This is an optimization exercise on Yosys and OpenROAD, whose aim is small area, not a production implementation. In this exercise RTL edits were held to simulation tests only and were not proved equivalent to the original.

==> job 3839: inputs <==
==> flow/design.v (excerpt) <==
module dwt_analysis_stage (
    input  logic              clk,
    input  logic              rstn,
    input  logic              clr,
    input  logic              in_valid,
    input  logic signed [8:0] in_data,
    input  logic              coef_we,
    input  logic              coef_sel,
    input  logic [3:0]        coef_addr,
    input  logic signed [8:0] coef_wdata,
    output logic signed [15:0] lo_data,
    output logic signed [15:0] hi_data,
    output logic              out_valid,
    output logic              sat_flag
);
clock: 7.0 ns
lec_check: 0
cap_margin: 20
core_margin: 2
core_utilization: 40
slew_margin: 20
synth_hierarchical: 1
synth_minimum_keep_size: 0
run.sh (not shown) runs the stock make flow with config.mk's settings and CLKGATE_MAP_FILE= SYNTH_SCRIPT=/design/flow/synth_recipe.tcl, a recipe that flattens the netlist after the stock synthesis.
==> job 2332: changes against job 3839 <==
- CTS_BUF_LIST: not set -> sky130_fd_sc_hd__clkbuf_8
==> flow_summary.yaml <==
routing:
  vias: 9411
timing:
  max_slew_margin_pct: 32.4
layout:
  buf_share_pct: 3.73
  utilization_pct: 44.3
status:
  status: "finished clean"
global_routing:
  grt_pass1_wl_um: 62400
-- figures above: job 2332

==> flow_summary.yaml <==
status:
  status: "finished clean"
routing:
  vias: 9409
timing:
  setup-violations-final: 0
  max_slew_margin_pct: 31.5
layout:
  utilization_pct: 44.8
  buf_share_pct: 3.69
-- figures above: job 3839


* * *

==> run a <==
dwt_analysis_stage, a different RTL version from the one above (not shown whole).
// dwt_analysis_stage
module dwt_analysis_stage (
    input  logic              clk,
    input  logic              rstn,
    input  logic              clr,
    input  logic              in_valid,
    input  logic signed [8:0] in_data,
    input  logic              coef_we,
    input  logic              coef_sel,
    input  logic [3:0]        coef_addr,
    input  logic signed [8:0] coef_wdata,
    output logic signed [15:0] lo_data,
    output logic signed [15:0] hi_data,
    output logic              out_valid,
    output logic              sat_flag
);
Settings: LEC_CHECK=0, CAP_MARGIN=20, CORE_MARGIN=2, CORE_UTILIZATION=40, CTS_BUF_LIST=sky130_fd_sc_hd__clkbuf_8, SLEW_MARGIN=20, SYNTH_HIERARCHICAL=1, SYNTH_MINIMUM_KEEP_SIZE=0; clock period 7.0 ns.
standard.sh (not shown) runs the stock make flow with config.mk's settings and CLKGATE_MAP_FILE= SYNTH_SCRIPT=/design/flow/synth_recipe.tcl, a recipe that flattens the netlist after the stock synthesis.
==> flow/flow/run.sh <==
#!/bin/bash
# The standard layout, except that the input and output port buffers use the
# smallest buffer cell instead of the one buffer_ports picks by default.
set -euo pipefail
export BUFFER_PORTS_ARGS="-buffer_cell sky130_fd_sc_hd__buf_1"
bash standard.sh > standard_flow.log 2>&1
==> run b (differences from run a) <==
==> flow/run.sh (new file) <==
#!/bin/bash
# synth_recipe.tcl (not shown) runs the flow's synth.tcl, then flattens the netlist and writes it again
# the make line also repeats each setting of config.mk as NAME=value (left out here)
make -C /OpenROAD-flow-scripts/flow DESIGN_CONFIG=/design/flow/config.mk WORK_HOME=/design/flow/orfs CLKGATE_MAP_FILE= SYNTH_SCRIPT=/design/flow/synth_recipe.tcl finish
removed: flow/flow/run.sh
removed: flow/standard.sh
==> run notes <==
outcome=finished clean; GR Layer Usage met2=0.336; met1 WL=15.1 mm; DPL Wire Length=29.5 mm; ClkCell Share=0.0241; Slowest Stage Delay on Critical Path=0.61 ns
-- figures above: run b

==> run notes <==
outcome=finished clean; setup TNS=0 ns; Worst Reg-to-Reg Cells=17; DPL Wire Length=29.8 mm; Slowest Stage Delay on Critical Path=0.58 ns; final wirelength=37.3 mm; ClkCell Share=0.0253; met1 WL=15.4 mm
-- figures above: run a


* * *

==> run Y: inputs <==
Another version of the RTL of dwt_analysis_stage (not shown whole).
// dwt_analysis_stage
module dwt_analysis_stage (
    input  logic              clk,
    input  logic              rstn,
    input  logic              clr,
    input  logic              in_valid,
    input  logic signed [8:0] in_data,
    input  logic              coef_we,
    input  logic              coef_sel,
    input  logic [3:0]        coef_addr,
    input  logic signed [8:0] coef_wdata,
    output logic signed [15:0] lo_data,
    output logic signed [15:0] hi_data,
    output logic              out_valid,
    output logic              sat_flag
);
    logic phase_q, pv_q, v1_q, v2_q, v3_q, ov_q, sat_q;
    logic issue;
    assign issue = in_valid & phase_q & ~clr;
    always_ff @(posedge clk or negedge rstn) begin
        if (!rstn) begin
            phase_q <= 1'b0;
            pv_q    <= 1'b0;
            v1_q    <= 1'b0;
            v2_q    <= 1'b0;
            v3_q    <= 1'b0;
            ov_q    <= 1'b0;
        end else begin
            phase_q <= ~clr & (phase_q ^ in_valid);
            pv_q    <= ~clr & (pv_q | (in_valid & phase_q));
            v1_q    <= issue;
            v2_q    <= v1_q & ~clr;
            v3_q    <= v2_q & ~clr;
            ov_q    <= v3_q & ~clr;
        end
    end
    logic [8:0]  in_n, h_q;
    logic [17:0] p_q, q_q;
    logic        qv_q;
    assign in_n = ~in_data;
    always_ff @(posedge clk) begin
        if (in_valid & ~phase_q) h_q <= in_n;
        if (in_valid & phase_q) begin
            p_q <= {in_n, h_q};
            q_q <= p_q;
        end
    end
    always_ff @(posedge clk or negedge rstn) begin
        if (!rstn)                     qv_q <= 1'b0;
        else if (in_valid & phase_q)   qv_q <= pv_q;
    end
    logic       w1v_q, w1s_q, w2v_q;
    logic [1:0] w1a_q, w2a_q;
  ...
==> flow/config.mk <==
export PLATFORM = sky130hd
export DESIGN_NAME = dwt_analysis_stage
export DESIGN_NICKNAME = dwt_analysis_stage
export VERILOG_FILES = /design/flow/design.v
export SDC_FILE = /design/flow/constraint.sdc
export NUM_CORES = 4
export LEC_CHECK = 0
export CAP_MARGIN = 20
export CORE_MARGIN = 2
export CORE_UTILIZATION = 40
export SLEW_MARGIN = 20
export SYNTH_HIERARCHICAL = 1
export SYNTH_MINIMUM_KEEP_SIZE = 0
==> flow/constraint.sdc <==
create_clock -name core_clock -period 7.0 [get_ports {clk}]
set_input_delay 1.4000 -clock core_clock [delete_from_list [all_inputs] [get_ports {clk}]]
set_output_delay 1.4000 -clock core_clock [all_outputs]
set_load 0.01 [all_outputs]
==> flow/flow/run.sh <==
#!/bin/bash
# The standard layout with two changes: the input and output port buffers use
# the smallest buffer cell, and clock tree synthesis clusters the flip-flops in groups
# of up to 10 behind clkbuf_4 buffers and adds no dummy loads.
set -euo pipefail
export BUFFER_PORTS_ARGS="-buffer_cell sky130_fd_sc_hd__buf_1"
export CTS_ARGS="-sink_clustering_enable -repair_clock_nets -dont_use_dummy_load -buf_list sky130_fd_sc_hd__clkbuf_4 -sink_clustering_size 10 -sink_clustering_max_diameter 60"
bash standard.sh > standard_flow.log 2>&1
==> run X (differences from run Y) <==
--- a/flow/design.v
+++ b/flow/design.v
@@ -1557,17 +1557,26 @@
     dwt_fa u_s581 (.a(s505), .b(k546), .ci(s547), .s(s581), .co(k582));
     dwt_fa u_s583 (.a(s509), .b(k548), .ci(s549), .s(s583), .co(k584));
     dwt_fa u_s585 (.a(s513), .b(k550), .ci(s551), .s(s585), .co(k586));
     dwt_fa u_s587 (.a(s553), .b(k514), .ci(k552), .s(s587), .co(k588));
     dwt_fa u_s589 (.a(s521), .b(k554), .ci(s555), .s(s589), .co(k590));
     dwt_fa u_s591 (.a(s557), .b(k522), .ci(k556), .s(s591), .co(k592));
-    logic [19:0] ra, rb, sum;
-    assign ra = {1'b1, k592, k590, k588, k586, k584, k582, k580, k578, k576, k574, k572, k570, k568, k566, k564, k562, k560, s559, pp3_0_0};
-    assign rb = {1'b0, k558, s591, s589, s587, s585, s583, s581, s579, s577, s575, s573, s571, s569, s567, s565, s563, s561, 1'b1, s523};
-    assign sum = ra + rb;
-    assign r = sum[19:2];
+    logic [6:0] rc;
+    logic [5:2] rs;
+    assign rc[0] = 1'b0;
+    assign rc[1] = pp3_0_0 & s523;
+    assign rc[2] = (s559 & 1'b1) | (s559 & rc[1]) | (1'b1 & rc[1]);
+    dwt_fa u_r2 (.a(k560), .b(s561), .ci(rc[2]), .s(rs[2]), .co(rc[3]));
+    dwt_fa u_r3 (.a(k562), .b(s563), .ci(rc[3]), .s(rs[3]), .co(rc[4]));
+    dwt_fa u_r4 (.a(k564), .b(s565), .ci(rc[4]), .s(rs[4]), .co(rc[5]));
+    dwt_fa u_r5 (.a(k566), .b(s567), .ci(rc[5]), .s(rs[5]), .co(rc[6]));
+    logic [13:0] ha_, hb_, hs_;
+    assign ha_ = {1'b1, k592, k590, k588, k586, k584, k582, k580, k578, k576, k574, k572, k570, k568};
+    assign hb_ = {1'b0, k558, s591, s589, s587, s585, s583, s581, s579, s577, s575, s573, s571, s569};
+    assign hs_ = ha_ + hb_ + 14'(rc[6]);
+    assign r = {hs_, rs[5:2]};
 endmodule
 module dwt_analysis_stage (
     input  logic              clk,
     input  logic              rstn,
     input  logic              clr,
     input  logic              in_valid,
@@ -1634,40 +1643,51 @@
         w1d_q <= coef_wdata;
         w2a_q <= w1a_q;
         w2d_q <= w1d_q;
     end
     logic [8:0] lo_c_q [4];
     logic [8:0] hi_c_q [4];
+    logic [3:0] hd_q, ld_q, hi_we, lo_we;
+    for (genvar k = 0; k < 4; k++) begin : g_we
+        assign hi_we[k] = w1v_q & w1s_q & (w1a_q == 2'(k));
+        assign lo_we[k] = w2v_q & (w2a_q == 2'(k));
+    end
+    always_ff @(posedge clk) begin
+        for (int k = 0; k < 4; k++) begin
+            if (hi_we[k]) hi_c_q[k] <= w1d_q;
+            if (lo_we[k]) lo_c_q[k] <= w2d_q;
+        end
+    end
     always_ff @(posedge clk or negedge rstn) begin
         if (!rstn) begin
-            lo_c_q[0] <= dwt_pkg::LO_C0;
-            lo_c_q[1] <= dwt_pkg::LO_C1;
-            lo_c_q[2] <= dwt_pkg::LO_C2;
-            lo_c_q[3] <= dwt_pkg::LO_C3;
-            hi_c_q[0] <= dwt_pkg::HI_C0;
-            hi_c_q[1] <= dwt_pkg::HI_C1;
-            hi_c_q[2] <= dwt_pkg::HI_C2;
-            hi_c_q[3] <= dwt_pkg::HI_C3;
+            hd_q <= 4'hf;
+            ld_q <= 4'hf;
         end else begin
-            for (int k = 0; k < 4; k++) begin
-                if (w1v_q & w1s_q & (w1a_q == 2'(k))) hi_c_q[k] <= w1d_q;
-                if (w2v_q & (w2a_q == 2'(k)))         lo_c_q[k] <= w2d_q;
-            end
+            hd_q <= hd_q & ~hi_we;
+            ld_q <= ld_q & ~lo_we;
         end
     end
     logic [35:0] coef_n;
     logic [17:0] r;
-    logic        s_hi, s_lo, s_hi_q, s_lo_q;
-    assign s_hi   = v1_q;
-    assign s_lo   = ~v1_q;
-    assign s_hi_q = v1_q & qv_q;
-    assign s_lo_q = ~v1_q & qv_q;
-    assign coef_n = ~{({9{s_hi}}   & hi_c_q[0]) | ({9{s_lo}}   & lo_c_q[0]),
-                      ({9{s_hi}}   & hi_c_q[1]) | ({9{s_lo}}   & lo_c_q[1]),
-                      ({9{s_hi_q}} & hi_c_q[2]) | ({9{s_lo_q}} & lo_c_q[2]),
-                      ({9{s_hi_q}} & hi_c_q[3]) | ({9{s_lo_q}} & lo_c_q[3])};
+    logic [3:0]  s_hi, s_lo, shr, shd, slr, sld;
+    assign s_hi = {v1_q, v1_q, v1_q & qv_q, v1_q & qv_q};
+    assign s_lo = {~v1_q, ~v1_q, ~v1_q & qv_q, ~v1_q & qv_q};
+    for (genvar k = 0; k < 4; k++) begin : g_sel
+        assign shr[k] = s_hi[3-k] & ~hd_q[k];
+        assign shd[k] = s_hi[3-k] & hd_q[k];
+        assign slr[k] = s_lo[3-k] & ~ld_q[k];
+        assign sld[k] = s_lo[3-k] & ld_q[k];
+    end
+    localparam logic [35:0] HI_D = {dwt_pkg::HI_C3, dwt_pkg::HI_C2, dwt_pkg::HI_C1, dwt_pkg::HI_C0};
+    localparam logic [35:0] LO_D = {dwt_pkg::LO_C3, dwt_pkg::LO_C2, dwt_pkg::LO_C1, dwt_pkg::LO_C0};
+    for (genvar k = 0; k < 4; k++) begin : g_coef
+        for (genvar j = 0; j < 9; j++) begin : g_bit
+            assign coef_n[(3-k)*9 + j] = ~((shr[k] & hi_c_q[k][j]) | (slr[k] & lo_c_q[k][j])
+                                          | (shd[k] & HI_D[k*9 + j]) | (sld[k] & LO_D[k*9 + j]));
+        end
+    end
     dwt_fir_mac u_mac (.taps_n({p_q, q_q}), .coef_n(coef_n), .r(r));
     logic [17:0] u_q;
     logic [15:0] y, lo_q, hi_q;
     logic        ovf, ho_q;
     assign ovf = (u_q[17:15] != 3'b000) && (u_q[17:15] != 3'b111);
     assign y   = ovf ? {u_q[17], {15{~u_q[17]}}} : u_q[15:0];
- CORE_UTILIZATION: 40 -> 50
- PLACE_DENSITY: default -> 0.8
==> run F (differences from run Y) <==
--- a/flow/design.v
+++ b/flow/design.v
@@ -1557,17 +1557,26 @@
     dwt_fa u_s581 (.a(s505), .b(k546), .ci(s547), .s(s581), .co(k582));
     dwt_fa u_s583 (.a(s509), .b(k548), .ci(s549), .s(s583), .co(k584));
     dwt_fa u_s585 (.a(s513), .b(k550), .ci(s551), .s(s585), .co(k586));
     dwt_fa u_s587 (.a(s553), .b(k514), .ci(k552), .s(s587), .co(k588));
     dwt_fa u_s589 (.a(s521), .b(k554), .ci(s555), .s(s589), .co(k590));
     dwt_fa u_s591 (.a(s557), .b(k522), .ci(k556), .s(s591), .co(k592));
-    logic [19:0] ra, rb, sum;
-    assign ra = {1'b1, k592, k590, k588, k586, k584, k582, k580, k578, k576, k574, k572, k570, k568, k566, k564, k562, k560, s559, pp3_0_0};
-    assign rb = {1'b0, k558, s591, s589, s587, s585, s583, s581, s579, s577, s575, s573, s571, s569, s567, s565, s563, s561, 1'b1, s523};
-    assign sum = ra + rb;
-    assign r = sum[19:2];
+    logic [6:0] rc;
+    logic [5:2] rs;
+    assign rc[0] = 1'b0;
+    assign rc[1] = pp3_0_0 & s523;
+    assign rc[2] = (s559 & 1'b1) | (s559 & rc[1]) | (1'b1 & rc[1]);
+    dwt_fa u_r2 (.a(k560), .b(s561), .ci(rc[2]), .s(rs[2]), .co(rc[3]));
+    dwt_fa u_r3 (.a(k562), .b(s563), .ci(rc[3]), .s(rs[3]), .co(rc[4]));
+    dwt_fa u_r4 (.a(k564), .b(s565), .ci(rc[4]), .s(rs[4]), .co(rc[5]));
+    dwt_fa u_r5 (.a(k566), .b(s567), .ci(rc[5]), .s(rs[5]), .co(rc[6]));
+    logic [13:0] ha_, hb_, hs_;
+    assign ha_ = {1'b1, k592, k590, k588, k586, k584, k582, k580, k578, k576, k574, k572, k570, k568};
+    assign hb_ = {1'b0, k558, s591, s589, s587, s585, s583, s581, s579, s577, s575, s573, s571, s569};
+    assign hs_ = ha_ + hb_ + 14'(rc[6]);
+    assign r = {hs_, rs[5:2]};
 endmodule
 module dwt_analysis_stage (
     input  logic              clk,
     input  logic              rstn,
     input  logic              clr,
     input  logic              in_valid,
- CORE_UTILIZATION: 40 -> 50
- PLACE_DENSITY: default -> 0.7
==> run G (differences from run Y) <==
- CORE_UTILIZATION: 40 -> 50
- PLACE_DENSITY: default -> 0.7
==> summary.txt <==
Finish
  • Multi-input logic area: 0.00980 mm²

Placed design
  • Placed cell areas: roughly 0.016 mm²

GRT
  • First-pass GRT wire length: 61100 µm

CTS
  • CTS Sinks: approximately 200
  • Post_cts resized: 0

Synth
  • Yosys reg bits: approximately 200
  • Mux cell area share after synthesis: approximately 7.8%
  • Synth Area in Compound Gates: ~2.5%

Timing
  • Worst rel slew slack: 29.2%
  • Worst Slack Setup Final: 0.263 ns

Status
  • Run status: no timing/DRC/antenna violations

Routing
  • Met2 routed WL: roughly 19000 µm

Die
  • Core area: ~0.038 mm²
Source of the figures above: run Y

==> summary.txt <==
CTS
  • Post_cts resized: 0
  • CTS Sinks: 201

Synth
  • Mux cell area share after synthesis: about 8.0%
  • Synth Area in Compound Gates: around 1.6%

Placed design
  • Placed cell areas: between 0.015 and 0.02 mm²

Die
  • Core area: 0.0297 mm²

GRT
  • First-pass GRT wire length: 57600 µm

Timing
  • Worst Slack Setup Final: around 0.27 ns

Status
  • Run status: no timing/DRC/antenna violations
Source of the figures above: run F

==> summary.txt <==
Status
  • Run status: no timing/DRC/antenna violations

Timing
  • Worst Slack Setup Final: about 0.25 ns
  • Worst rel slew slack: between 30% and 40%

Routing
  • Met2 routed WL: about 17000 µm

CTS
  • Post_cts resized: 1
  • CTS Sinks: 209

Placed design
  • Placed cell areas: about 0.016 mm²

Synth
  • Mux cell area share after synthesis: less than 1%

Die
  • Core area: around 0.03 mm²
Source of the figures above: run X

==> summary.txt <==
CTS
  • CTS Sinks: 201

Finish
  • Multi-input logic area: ~0.0098 mm²

Synth
  • Yosys reg bits: 201
  • Mux cell area share after synthesis: about 7.8%

Timing
  • Worst Slack Setup Final: between 0.2 and 0.25 ns
  • Worst rel slew slack: 28.7%

GRT
  • Number of global-route vias before repair: ~11k
  • First-pass GRT wire length: 60600 µm

Status
  • Run status: no timing/DRC/antenna violations
Source of the figures above: run G

==> afterwards: timing with drivers on the ports <==
The results above use ideal ports. As a check the final layouts listed here were re-extracted and re-timed, cells and wires unchanged. Step 1 (the two cells are an assumption about what drives the block):
set clk [get_ports {clk}]
set_driving_cell -lib_cell sky130_fd_sc_hd__clkbuf_16 $clk
set_driving_cell -lib_cell sky130_fd_sc_hd__buf_2 [delete_from_list [all_inputs] $clk]
Step 2 adds t to the input delays and takes it off the output delays; t is the mean of the earliest and latest rising clock arrival at the registers after step 1. Input paths then give back, and output paths get back, about the clock's delay inside the block. Slacks: ideal / step 1 / step 2; pairs: ideal / step 1.
| run | t (ns) | setup WS [ns] | worst setup path at the end | worst register clock-pin slew, ns | worst slew at a driven data input, ns |
|---|---|---|---|---|---|
| job 3839 | 0.506 | 0.314 / 0.314 / 0.314 | register to register | 0.08 / 0.08 | 0.04 |
| job 2332 | 0.564 | 0.318 / 0.318 / 0.318 | register to register | 0.12 / 0.12 | 0.04 |
| run a | 0.563 | 0.307 / 0.307 / 0.307 | register to register | 0.12 / 0.12 | 0.03 |
| run b | 0.537 | 0.245 / 0.245 / 0.245 | register to register | 0.11 / 0.11 | 0.04 |
| run Y | 0.715 | 0.263 / 0.263 / 0.263 | register to register | 0.11 / 0.11 | 0.03 |
| run X | 0.680 | 0.250 / 0.250 / 0.250 | register to register | 0.11 / 0.11 | 0.03 |
| run F | 0.732 | 0.270 / 0.270 / 0.270 | register to register | 0.11 / 0.11 | 0.05 |
| run G | 0.686 | 0.249 / 0.249 / 0.249 | register to register | 0.11 / 0.11 | 0.04 |
After both steps every run listed still meets setup and hold.
